From an optimization exercise on the open Yosys and OpenROAD flow, aimed at small area and a short achievable clock period; shortcuts taken in it are not production practice.
Only simulation tests tie the RTL to the original design; equivalence was not proved.
Power figures rest on the tool's default switching activity, not on a simulated workload.

[design/flow/run.sh]
#!/bin/bash
# synth_recipe.tcl (not shown) runs the flow's synth.tcl, then flattens the netlist and writes it again
# the make line also repeats each setting of config.mk as NAME=value (left out here)
make -C /OpenROAD-flow-scripts/flow DESIGN_CONFIG=/design/flow/config.mk WORK_HOME=/design/flow/orfs CLKGATE_MAP_FILE= SYNTH_SCRIPT=/design/flow/synth_recipe.tcl finish
[design/flow/config.mk]
export PLATFORM = sky130hd
export DESIGN_NAME = rf_multiport
export DESIGN_NICKNAME = rf_multiport
export VERILOG_FILES = /design/flow/design.v
export SDC_FILE = /design/flow/constraint.sdc
export NUM_CORES = 4
export LEC_CHECK = 0
export CAP_MARGIN = 20
export CORE_MARGIN = 2
export CORE_UTILIZATION = 30
export CTS_BUF_LIST = sky130_fd_sc_hd__clkbuf_8
export CTS_CLUSTER_DIAMETER = 60
export CTS_CLUSTER_SIZE = 24
export PLACE_DENSITY = 0.4
export SETUP_SLACK_MARGIN = 2.3
export SLEW_MARGIN = 20
export SYNTH_HIERARCHICAL = 1
export SYNTH_MINIMUM_KEEP_SIZE = 0
[design/flow/constraint.sdc]
create_clock -name core_clock -period 5.0 [get_ports {clk}]
set_input_delay 1.0000 -clock core_clock [delete_from_list [all_inputs] [get_ports {clk}]]
set_output_delay 1.0000 -clock core_clock [all_outputs]
set_load 0.01 [all_outputs]
[design/flow/design.v]
package rf_pkg;
  localparam int unsigned DEF_DATA_W = 32;
  localparam int unsigned DEF_ADDR_W = 5;
  localparam int unsigned DEF_NUM_RD = 2;
  localparam int unsigned DEF_NUM_WR = 2;
  localparam int unsigned DEPTH      = 1 << DEF_ADDR_W;
  localparam int unsigned ZERO_ADDR  = 0;
endpackage
module rf_scoreboard
#(
  parameter int unsigned ADDR_W   = rf_pkg::DEF_ADDR_W,
  parameter int unsigned NUM_WR   = rf_pkg::DEF_NUM_WR,
  parameter int unsigned NUM_RD   = rf_pkg::DEF_NUM_RD,
  parameter int unsigned NREG     = 1 << ADDR_W
) (
  input  logic                     clk,
  input  logic                     rst,
  input  logic                     set_busy,
  input  logic [ADDR_W-1:0]        set_addr,
  input  logic [NUM_WR-1:0]        wr_en,
  input  logic [NUM_WR*ADDR_W-1:0] wr_addr,
  input  logic [NUM_RD*ADDR_W-1:0] rd_addr,
  input  logic [NREG-1:1]          no_wr,      
  input  logic [NUM_RD-1:0]        rd_en,
  input  logic [NUM_RD*NREG-1:0]   rd_sel,     
  output logic [NUM_RD-1:0]        rd_busy
);
  logic [NREG-1:1] busy_q, busy_d;
  always_comb begin
    for (int unsigned r = 1; r < NREG; r++)
      busy_d[r] = (set_busy && (set_addr == ADDR_W'(r))) || (busy_q[r] && no_wr[r]);
  end
  always_ff @(posedge clk or posedge rst) begin
    if (rst) busy_q <= '0;
    else     busy_q <= busy_d;
  end
  for (genvar i = 0; i < NUM_RD; i++) begin : g_rd
    logic [ADDR_W-1:0] ra;
    logic              cur, hit_set, hit_clr, nxt;
    assign ra = rd_addr[i*ADDR_W +: ADDR_W];
    always_comb begin
      cur = 1'b0;
      for (int unsigned r = 1; r < NREG; r++)
        cur = cur | (rd_sel[i*NREG + r] & busy_q[r]);
      hit_clr = 1'b0;
      for (int unsigned k = 0; k < NUM_WR; k++)
        hit_clr = hit_clr | (wr_en[k] && (wr_addr[k*ADDR_W +: ADDR_W] == ra));
      hit_set = set_busy && (set_addr == ra);
      nxt = (ra != '0) && (hit_set || (cur && !hit_clr));
    end
    always_ff @(posedge clk or posedge rst) begin
      if (rst) rd_busy[i] <= 1'b0;
      else if (rd_en[i]) rd_busy[i] <= nxt;
    end
  end
endmodule
module rf_multiport
#(
  parameter int unsigned DATA_W   = rf_pkg::DEF_DATA_W,
  parameter int unsigned ADDR_W   = rf_pkg::DEF_ADDR_W,
  parameter int unsigned NUM_RD   = rf_pkg::DEF_NUM_RD,
  parameter int unsigned NUM_WR   = rf_pkg::DEF_NUM_WR,
  parameter int unsigned ZERO_REG = 1,
  parameter int unsigned BYPASS   = 1
) (
  input  logic                     clk,
  input  logic                     rst,
  input  logic [NUM_WR-1:0]        RFWr,
  input  logic [NUM_WR*ADDR_W-1:0] WrAddr,
  input  logic [NUM_WR*DATA_W-1:0] WrData,
  input  logic [NUM_RD-1:0]        RdEn,
  input  logic [NUM_RD*ADDR_W-1:0] RdAddr,
  output logic [NUM_RD*DATA_W-1:0] RdData,
  output logic [NUM_RD-1:0]        RdBusy,
  input  logic                     SetBusy,
  input  logic [ADDR_W-1:0]        SetAddr
);
  localparam int unsigned NREG = 1 << ADDR_W;
  logic [ADDR_W-1:0] wa0, wa1;
  logic [DATA_W-1:0] wd0, wd1;
  assign wa0 = WrAddr[0 +: ADDR_W];
  assign wa1 = WrAddr[ADDR_W +: ADDR_W];
  assign wd0 = WrData[0 +: DATA_W];
  assign wd1 = WrData[DATA_W +: DATA_W];
  logic            wcol, wen0;
  logic [NREG-1:0] ws1, ws0, whd;
  assign wcol = RFWr[1] && (wa1 == wa0);
  assign wen0 = RFWr[0] && !wcol;
  rf_dec #(.ADDR_W(ADDR_W)) u_wdec1 (.en(RFWr[1]), .a(wa1), .y(ws1));
  rf_dec #(.ADDR_W(ADDR_W)) u_wdec0 (.en(wen0),    .a(wa0), .y(ws0));
  always_comb begin
    whd = '0;
    for (int unsigned r = 1; r < NREG; r++)
      whd[r] = !(ws1[r] || ws0[r]);
  end
  logic [NREG*DATA_W-1:0] mem_flat;
  logic [NREG-1:0]        valid_q;
  logic [NREG-1:0]        pol_q;
  assign mem_flat[0 +: DATA_W] = '0;
  assign valid_q[0] = 1'b0;
  assign pol_q[0] = 1'b0;
  for (genvar r = 1; r < NREG; r++) begin : g_reg
    rf_row #(.DATA_W(DATA_W)) u_row (
      .clk  (clk),
      .sel1 (ws1[r]),
      .sel0 (ws0[r]),
      .hold (whd[r]),
      .wd1  (wd1),
      .wd0  (wd0),
      .q    (mem_flat[r*DATA_W +: DATA_W]),
      .pol  (pol_q[r])
    );
    always_ff @(posedge clk or posedge rst) begin
      if (rst) valid_q[r] <= 1'b0;
      else if (!whd[r]) valid_q[r] <= 1'b1;
    end
  end
  logic [NUM_RD*DATA_W-1:0] rd_data_q;
  for (genvar i = 0; i < NUM_RD; i++) begin : g_rd
    logic [ADDR_W-1:0]   ra;
    logic                b1, b0, vsel, psel, k;
    logic [NREG-1:0]     rs;
    logic [2*DATA_W-1:0] part_n;
    logic [DATA_W-1:0]   other;
    assign ra   = RdAddr[i*ADDR_W +: ADDR_W];
    assign b1   = RFWr[1] && (wa1 == ra) && (wa1 != '0);
    assign b0   = RFWr[0] && (wa0 == ra) && (wa0 != '0) && !b1;
    assign vsel = valid_q[ra];
    assign psel = pol_q[ra];
    assign k    = RdEn[i] && !b1 && !b0 && vsel;
    rf_dec #(.ADDR_W(ADDR_W)) u_rdec (.en(1'b1), .a(ra), .y(rs));
    rf_rdmux #(.DATA_W(DATA_W), .NREG(NREG)) u_mux (
      .rs   (rs),
      .mem  (mem_flat),
      .part_n (part_n)
    );
    assign other = RdEn[i] ? (({DATA_W{b1}} & wd1) | ({DATA_W{b0}} & wd0))
                           : rd_data_q[i*DATA_W +: DATA_W];
    always_ff @(posedge clk or posedge rst) begin
      if (rst) rd_data_q[i*DATA_W +: DATA_W] <= '0;
      else rd_data_q[i*DATA_W +: DATA_W] <=
             ({DATA_W{k}} & (~(part_n[0 +: DATA_W] & part_n[DATA_W +: DATA_W]) ^
                             {DATA_W{psel}})) |
             other;
    end
  end
  logic [NUM_RD*NREG-1:0] rd_sel;
  for (genvar i = 0; i < NUM_RD; i++) begin : g_rsel
    assign rd_sel[i*NREG +: NREG] = g_rd[i].rs;
  end
  rf_scoreboard #(
    .ADDR_W   (ADDR_W),
    .NUM_WR   (NUM_WR),
    .NUM_RD   (NUM_RD),
    .NREG     (NREG)
  ) u_scoreboard (
    .clk      (clk),
    .rst      (rst),
    .set_busy (SetBusy),
    .set_addr (SetAddr),
    .wr_en    (RFWr),
    .wr_addr  (WrAddr),
    .rd_addr  (RdAddr),
    .no_wr    (whd[NREG-1:1]),
    .rd_en    (RdEn),
    .rd_sel   (rd_sel),
    .rd_busy  (RdBusy)
  );
  assign RdData = rd_data_q;
endmodule
module rf_row
#(
  parameter int unsigned DATA_W = rf_pkg::DEF_DATA_W
) (
  input  logic              clk,
  input  logic              sel1,
  input  logic              sel0,
  input  logic              hold,
  input  logic [DATA_W-1:0] wd1,
  input  logic [DATA_W-1:0] wd0,
  output logic [DATA_W-1:0] q,
  output logic              pol
);
  always_ff @(posedge clk) begin
    q   <= ~(({DATA_W{sel1}} & wd1) | ({DATA_W{sel0}} & wd0) | ({DATA_W{hold}} & q));
    pol <= ~(hold & pol);
  end
endmodule
module rf_rdmux
#(
  parameter int unsigned DATA_W = rf_pkg::DEF_DATA_W,
  parameter int unsigned NREG   = rf_pkg::DEPTH
) (
  input  logic [NREG-1:0]        rs,
  input  logic [NREG*DATA_W-1:0] mem,
  output logic [2*DATA_W-1:0]    part_n
);
  rf_aoi16 #(.DATA_W(DATA_W), .N(15)) u_ao0 (
    .s   (rs[1 +: 15]),
    .d   (mem[DATA_W +: 15*DATA_W]),
    .y_n (part_n[0 +: DATA_W])
  );
  rf_aoi16 #(.DATA_W(DATA_W), .N(16)) u_ao1 (
    .s   (rs[16 +: 16]),
    .d   (mem[16*DATA_W +: 16*DATA_W]),
    .y_n (part_n[DATA_W +: DATA_W])
  );
endmodule
module rf_aoi16
#(
  parameter int unsigned DATA_W = rf_pkg::DEF_DATA_W,
  parameter int unsigned N      = 16
) (
  input  logic [N-1:0]        s,
  input  logic [N*DATA_W-1:0] d,
  output logic [DATA_W-1:0]   y_n
);
  logic [DATA_W-1:0] t1 [16];
  logic [DATA_W-1:0] t2 [8];
  logic [DATA_W-1:0] t3 [4];
  logic [DATA_W-1:0] t4 [2];
  always_comb begin
    for (int unsigned r = 0; r < 16; r++)
      t1[r] = (r < N) ? ({DATA_W{s[r]}} & d[r*DATA_W +: DATA_W]) : '0;
    for (int unsigned r = 0; r < 8; r++)  t2[r] = t1[2*r] | t1[2*r+1];
    for (int unsigned r = 0; r < 4; r++)  t3[r] = t2[2*r] | t2[2*r+1];
    for (int unsigned r = 0; r < 2; r++)  t4[r] = t3[2*r] | t3[2*r+1];
    y_n = ~(t4[0] | t4[1]);
  end
endmodule
module rf_dec
#(
  parameter int unsigned ADDR_W = rf_pkg::DEF_ADDR_W
) (
  input  logic                     en,
  input  logic [ADDR_W-1:0]        a,
  output logic [(1 << ADDR_W)-1:0] y
);
  localparam int unsigned LO_W = ADDR_W / 2;
  localparam int unsigned HI_W = ADDR_W - LO_W;
  logic [(1 << LO_W)-1:0] lo;
  logic [(1 << HI_W)-1:0] hi;
  always_comb begin
    for (int unsigned j = 0; j < (1 << LO_W); j++) lo[j] = (a[LO_W-1:0] == LO_W'(j));
    for (int unsigned j = 0; j < (1 << HI_W); j++) hi[j] = en && (a[ADDR_W-1:LO_W] == HI_W'(j));
    y[0] = 1'b0;
    for (int unsigned r = 1; r < (1 << ADDR_W); r++)
      y[r] = lo[r % (1 << LO_W)] && hi[r >> LO_W];
  end
endmodule
==> flow_metrics.tcl, run 1 <==
set metrics [dict create \
    status "complete, no violations" \
    rsz0062_at_grt "false" \
    use_met1_pct 49.1 \
    tightestPinTransition_ns 1.26 \
    cts_htree_levels 4 \
    first_global_vias 54100 \
    irDropWorstVdd_uv 305 \
    cellLeakagePower_uw 0.0253 \
    wire_per_inst_um 44.3 \
    die_w_um 427 \
    fin_util_pct 36.7 \
    antenna_left 0 \
    holdWs_ns 0.411 \
    finClkSkew_ns 0.0609 \
    core-area_um2 178000 \
    drive_gt1_share_pct 24.7 \
    setup.worst_path.start "RdAddr[8]" \
    place_hpwl_um 218000 \
    finalNetCount 5419 \
    slew_headroom_pct 15.8 \
    power_frac_clock_pct 29.5 \
    p_comb_share_pct 17.6 \
    die_y_um 427 \
    cp.required_ns 5.89 \
    fp.dieArea_um2 182000 \
    hp-start "g_reg[21].u_row.pol" \
    clockRootBuffer "clkbuf_8" \
    max_cap_violations 0 \
    drt_iter0_drc 15100 \
    antenna_found_initial 19 \
    grt_usage_pct 36.5 \
    synthesis.area_um2 53700 \
    gp_congestion 0.916 \
    power.share.sequential_pct 52.9 \
    slew_violations 0 \
    io_pins 162 \
    max_freq_mhz 357 \
    p_per_area_nw_per_um2 418 \
    cts.sinks 1151 \
    met2_usage_pct 52.2 \
    p_sw_share_pct 34.4 \
    ys_warn_count 20 \
    rr_startpoint "valid_q[24]" \
    drc_errors 0 \
    internal_power_uw 18000 \
    numCtsBuffers 134 \
    io_buffers 161 \
    cts_tree "built" \
    wl_um 346000 \
    place_ws_ns -0.263 \
    gr-total-overflow 0 \
    start_util_pct 30.1 \
    crit_fanout 10 \
    min_path_type "register to register" \
    power.total_uw 27400 \
    grt_pass1_wl_um 467000 \
    top_usage_layer "met2" \
    grt_start_max_net_pins 69 \
    fin_crit_sh_pct 56.0 \
    met3_usage_pct 9.33 \
    n_fill_cell 17600 \
    final-setup-viol-count 0 \
    crit_arrival_ns 3.69 \
    critPathLaunchType "input pin" \
    netlist_instances 4958 \
    crit_type "input pin to register" \
    cts_buffer_depth 3 \
    clk_latency_ns 0.98 \
    num_vias 57600 \
    syn_avg_cell_area_um2 10.8 \
    p_sw_uw 9400 \
    cp-end-kind "register" \
    hold_viol_final 0 \
    core.rowCount 155 \
    dr.pass1.iters 15 \
    clk_pin_slew_ns 0.09 \
    viasPerCell 7.38 \
    syn_to_final_growth_pct 21.8 \
    min_period_ns 2.80 \
    layout_setup_ws_ns 2.20 \
]
## worst max-delay path: stages
cell             delay [ns]
clkdlybuf4s15_2        0.35
nand4b_1               0.33
buf_4                  0.18
nor2_4                 0.04
buf_12                 0.15
buf_4                  0.14
a22oi_1                0.19
nand3_1                0.18
nor2_1                 0.56
nand2_1                0.23
xnor2_2                0.18
o21ai_2                0.14
## what timing repair did
item | in CTS | in global routing
hold endpoints to repair | 0 | 0
buffers inserted | 197 | 24
gates cloned | 5 | 0
hold buffers | 0 | 0
pin swaps | 80 | 27
resized for setup | 393 | 72
setup endpoints to repair | 1217 | 577
## sequential cells by signal, summed over array words and instances, names as in the netlist
register	cells
g.u_row.pol	31
u_scoreboard.busy_q	31
g.u_row.q	992
valid_q	31
u_scoreboard.rd_busy	2
rd_data_q	64
## path summary, 6_finish.rpt
path	cells past startpoint	to	slack (ns)
max	12	rd_data_q[56]	2.20
min	1	g_reg[21].u_row.pol	0.41
max reg2reg	7	rd_data_q[0]	2.44
min reg2reg	1	g_reg[21].u_row.pol	0.41
max in group asynchronous	3	rd_data_q[54]	3.48
min in group asynchronous	2	rd_data_q[31]	0.54
## power groups by stage
stage | registers [uW] | clock network, uW | logic, uW
floorplan | 13800 | 0 | 2890
global placement | 14500 | 0 | 4570
detailed placement | 14500 | 0 | 4690
CTS | 14300 | 8140 | 4730
global route | 14800 | 8500 | 5150
finish | 14500 | 8070 | 4820
## through the flow
step           area (um^2)  std cells  TNS [ns]
2_1_floorplan        54000       4973         0
3_3_place_gp         59100       7313    -22.98
3_5_place_dp         59200       7316     -5.00
4_1_cts              64900       7768         0
5_1_grt              65400       7798         0
6_report             65400       7803         0
## metal layers
layer  share of wire, %  wire length (um)
met2                 41            143000
met3                 13             44500
met5              0.018                62
met4                6.8             23400
met1                 39            135000
## cell type report
| type | instances | area (um^2) | area share, % |
|---|---|---|---|
| clock buffers | 146 | 2010 | 3.07 |
| flip-flops and latches | 1151 | 23700 | 36.2 |
| multi-input cells | 3244 | 27900 | 42.6 |
| inverters | 7 | 30.0 | 0.0459 |
| repair buffers | 785 | 7700 | 11.8 |
| well taps | 2355 | 2950 | 4.50 |
| diodes | 11 | 27.5 | 0.0421 |
| clock inverters | 104 | 1150 | 1.75 |
## cells in the final DEF (no fill, tap or decap), drive strengths merged, types with 76 or more instances in the layout
master,n
a222oi,1058
dfxtp,1023
buf,693
a22oi,395
nor2,300
a22o,275
a221oi,268
nand2,193
clkbuf,152
nand3,147
dfrtp,128
xnor2,91
o21ai,81
nand4,76
==> run 2: changes to the inputs <==
--- a/design/flow/config.mk
+++ b/design/flow/config.mk
@@ -12,7 +12,7 @@
 export CTS_CLUSTER_DIAMETER = 60
 export CTS_CLUSTER_SIZE = 24
 export PLACE_DENSITY = 0.4
-export SETUP_SLACK_MARGIN = 2.3
+export SETUP_SLACK_MARGIN = 2.6
 export SLEW_MARGIN = 20
 export SYNTH_HIERARCHICAL = 1
 export SYNTH_MINIMUM_KEEP_SIZE = 0
==> run 2 against run 1 <==
Still clean. Hold slack worse by 0.0074 ns. Non-clock buffer count grew 35. Worst setup slack gained 0.16 ns. Final area increased by 2.7%. Utilization is 1.0 points higher. Count of clock-buffer cells in the layout is 6 higher. Synthesized cell count is the same. Area after synthesis stayed put. Combinational power rose by 7.7%. Clock skew rose by 0.0018 ns. Die area unchanged.
==> flow_metrics.tcl, run 2 <==
set metrics [dict create \
    core.rowCount 155 \
    fp.dieArea_um2 182000 \
    max_cap_violations 0 \
    drc_errors 0 \
    largest_register "g.u_row.q" \
    cts.sinks 1151 \
    power.total_uw 27800 \
    worstPathCellList "buf_6" \
    final-setup-viol-count 0 \
    viasPerCell 7.37 \
    slowest_delay_ns 0.50 \
    multi_input_area_um2 28800 \
    clk_latency_ns 0.99 \
    crit_type "register to output pin" \
    reg2reg_to "rd_data_q[30]" \
    cellLeakagePower_uw 0.0261 \
    crit_arrival_ns 1.64 \
    cts_tree "built" \
    holdPathStages 1 \
    die_y_um 427 \
    clk_pin_slew_ns 0.10 \
    status "complete, no violations" \
    setup_tns_ns 0 \
    io_buffers 161 \
    final_common_cell "a222oi_1" \
    grt_start_max_net_pins 69 \
    grt_usage_pct 35.6 \
    netlist_instances 4958 \
    drive_gt1_share_pct 28.1 \
    die_w_um 427 \
    cp-end-kind "output pin" \
    io_pins 162 \
    grt_pass1_wl_um 458000 \
    gp_congestion 0.898 \
    largest_register_ffs 992 \
    min_path_type "register to register" \
    tightestPinTransition_ns 1.19 \
    dr.pass1.iters 15 \
    cp_slowest_cell "dfrtp_2" \
    gr-total-overflow 0 \
    drt_iter0_drc 14800 \
    wire_per_inst_um 43.5 \
    numCtsBuffers 133 \
    max_freq_mhz 379 \
    final_cell_mix "a222oi_1 (1,058), dfxtp_1 (1,023), buf_4 (442)" \
    n_fill_cell 17500 \
    antenna_left 0 \
    fin_util_pct 37.7 \
    seq_area_um2 23700 \
    hold_viol_final 0 \
    cp.required_ns 4.00 \
    cts_buffer_depth 3 \
    wl_um 341000 \
    irDropWorstVdd_uv 251 \
    clockRootBuffer "clkbuf_8" \
    slew_violations 0 \
    slew_headroom_pct 20.6 \
    finClkSkew_ns 0.0626 \
    crit_fanout 2 \
    fin_crit_sh_pct 52.7 \
    syn_avg_cell_area_um2 10.8 \
    antenna_found_initial 26 \
    critPathLaunchType "register" \
    r2r_slack_ns 2.49 \
    min_period_ns 2.64 \
    p_per_area_nw_per_um2 413 \
    reg_top3 "g.u_row.q: 992 flops, rd_data_q: 64 flops" \
    core-area_um2 178000 \
    hp-start "g_reg[13].u_row.pol" \
    rsz0062_at_grt "true" \
    cts_htree_levels 4 \
    crit_buf_inv 1 \
    place_hpwl_um 205000 \
    start_util_pct 30.1 \
    min_to "g_reg[13].u_row.pol" \
    finalNetCount 5467 \
    ys_warn_count 20 \
    reg2reg_depth 7 \
    holdWs_ns 0.404 \
    hold_buffers 0 \
    rr_startpoint "valid_q[28]" \
    cp_top_family "flip-flops" \
    synthesis.area_um2 53700 \
    syn_to_final_growth_pct 25.2 \
    num_vias 57800 \
    first_global_vias 54300 \
]
[run 2: changes by cell type in the layout (fill, tap and decap cells not counted), sizes merged, moves of 11 or more]
cell	before	now
clkdlybuf4s15	33	0
clkbuf	152	172
buf	693	769
inv	53	42
clkdlybuf4s50	41	28
nor2	300	312
[run 2: cell type report]
type,instances,area share [%]
Multi-Input combinational cell,3258,42.8
Sequential cell,1151,35.3
Tap cell,2355,4.38
Antenna cell,4,0.0149
Clock buffer,152,3.11
Timing Repair Buffer,820,12.8
Inverter,7,0.0447
Clock inverter,91,1.56
[run 2: where the power goes]
| part | leakage (uW) | switching (uW) | total [uW] | internal [uW] |
|---|---|---|---|---|
| Sequential | 0.0102 | 2520 | 14600 | 12000 |
| Combinational | 0.0143 | 2650 | 5190 | 2530 |
| Clock | 0.00159 | 4300 | 8030 | 3730 |
| Total | 0.0261 | 9470 | 27800 | 18300 |
[run 2: worst max path at each step]
stage                       start                   end  slack [ns]  depth (start not counted)
floorplan               WrAddr[2]  g_reg[3].u_row.q[10]        2.13                          9
global placement        RdAddr[8]         rd_data_q[40]        0.37                         10
detailed placement      RdAddr[8]         rd_data_q[43]        0.35                         10
CTS                 rd_data_q[14]            RdData[14]        2.30                          1
global route        rd_data_q[45]            RdData[45]        2.33                          1
finish              rd_data_q[20]            RdData[20]        2.36                          1
[run 2: worst register-to-register path, stage by stage, from the launching register on]
cell and delay, ns:
dfrtp_2 0.47, mux4_2 0.52, mux2i_4 0.21, nor3b_2 0.07, or4_4 0.51, nand3_4 0.28
clkbuf_16 0.27, o21ai_1 0.07
[run 2: stage by stage]
stage               cells  setup slack, ns  area, um^2
finish               7838             2.36       67200
global route         7837             2.33       67200
CTS                  7767             2.30       65500
detailed placement   7269            0.352       58600
global placement     7269            0.374       58700
floorplan            4973             2.13       54500
[run 2: layer usage]
metal	track usage, %	share of wire (%)	up-vias
met5	0.238	0.021	-
met1	47.2	39	29300
met4	20.7	6.3	5
li1	-	-	22800
met2	51.5	42	4883
met3	9.90	13	857
[run 2: timing repair]
item                       4_1_cts  5_1_grt
buffers inserted               232       57
cloned                          23       10
hold endpoints to repair         0        0
setup endpoints to repair     1213     1130
pin swaps                      108       66
resized for setup              617      222

[port drivers added, routing unchanged]
No port has a modelled driver above. Below, the same layouts with a new extraction and two added sets of constraints.
Step 1 sets driving cells, clkbuf_16 on the clock port and buf_2 on the other inputs (assumed; they add their load-dependent delay and slew).
Step 2, shift: input delay + t, output delay - t, t = (earliest + latest rising clock arrival at the registers) / 2. This alone moves slack from input paths to output paths.
Three values: ideal, step 1, step 2; two values: the first two.
run	t, ns	setup slack, ns	hold WS [ns]
run 1	1.043	2.200 / 2.185 / 1.142	0.411 / 0.411 / 0.411
run 2	1.027	2.364 / 2.280 / 1.389	0.404 / 0.404 / 0.404
After both steps every run listed still meets setup and hold. The setup slack of run 1, which loses most, moves by -0.015 ns with the drivers and by -1.058 ns with both steps.
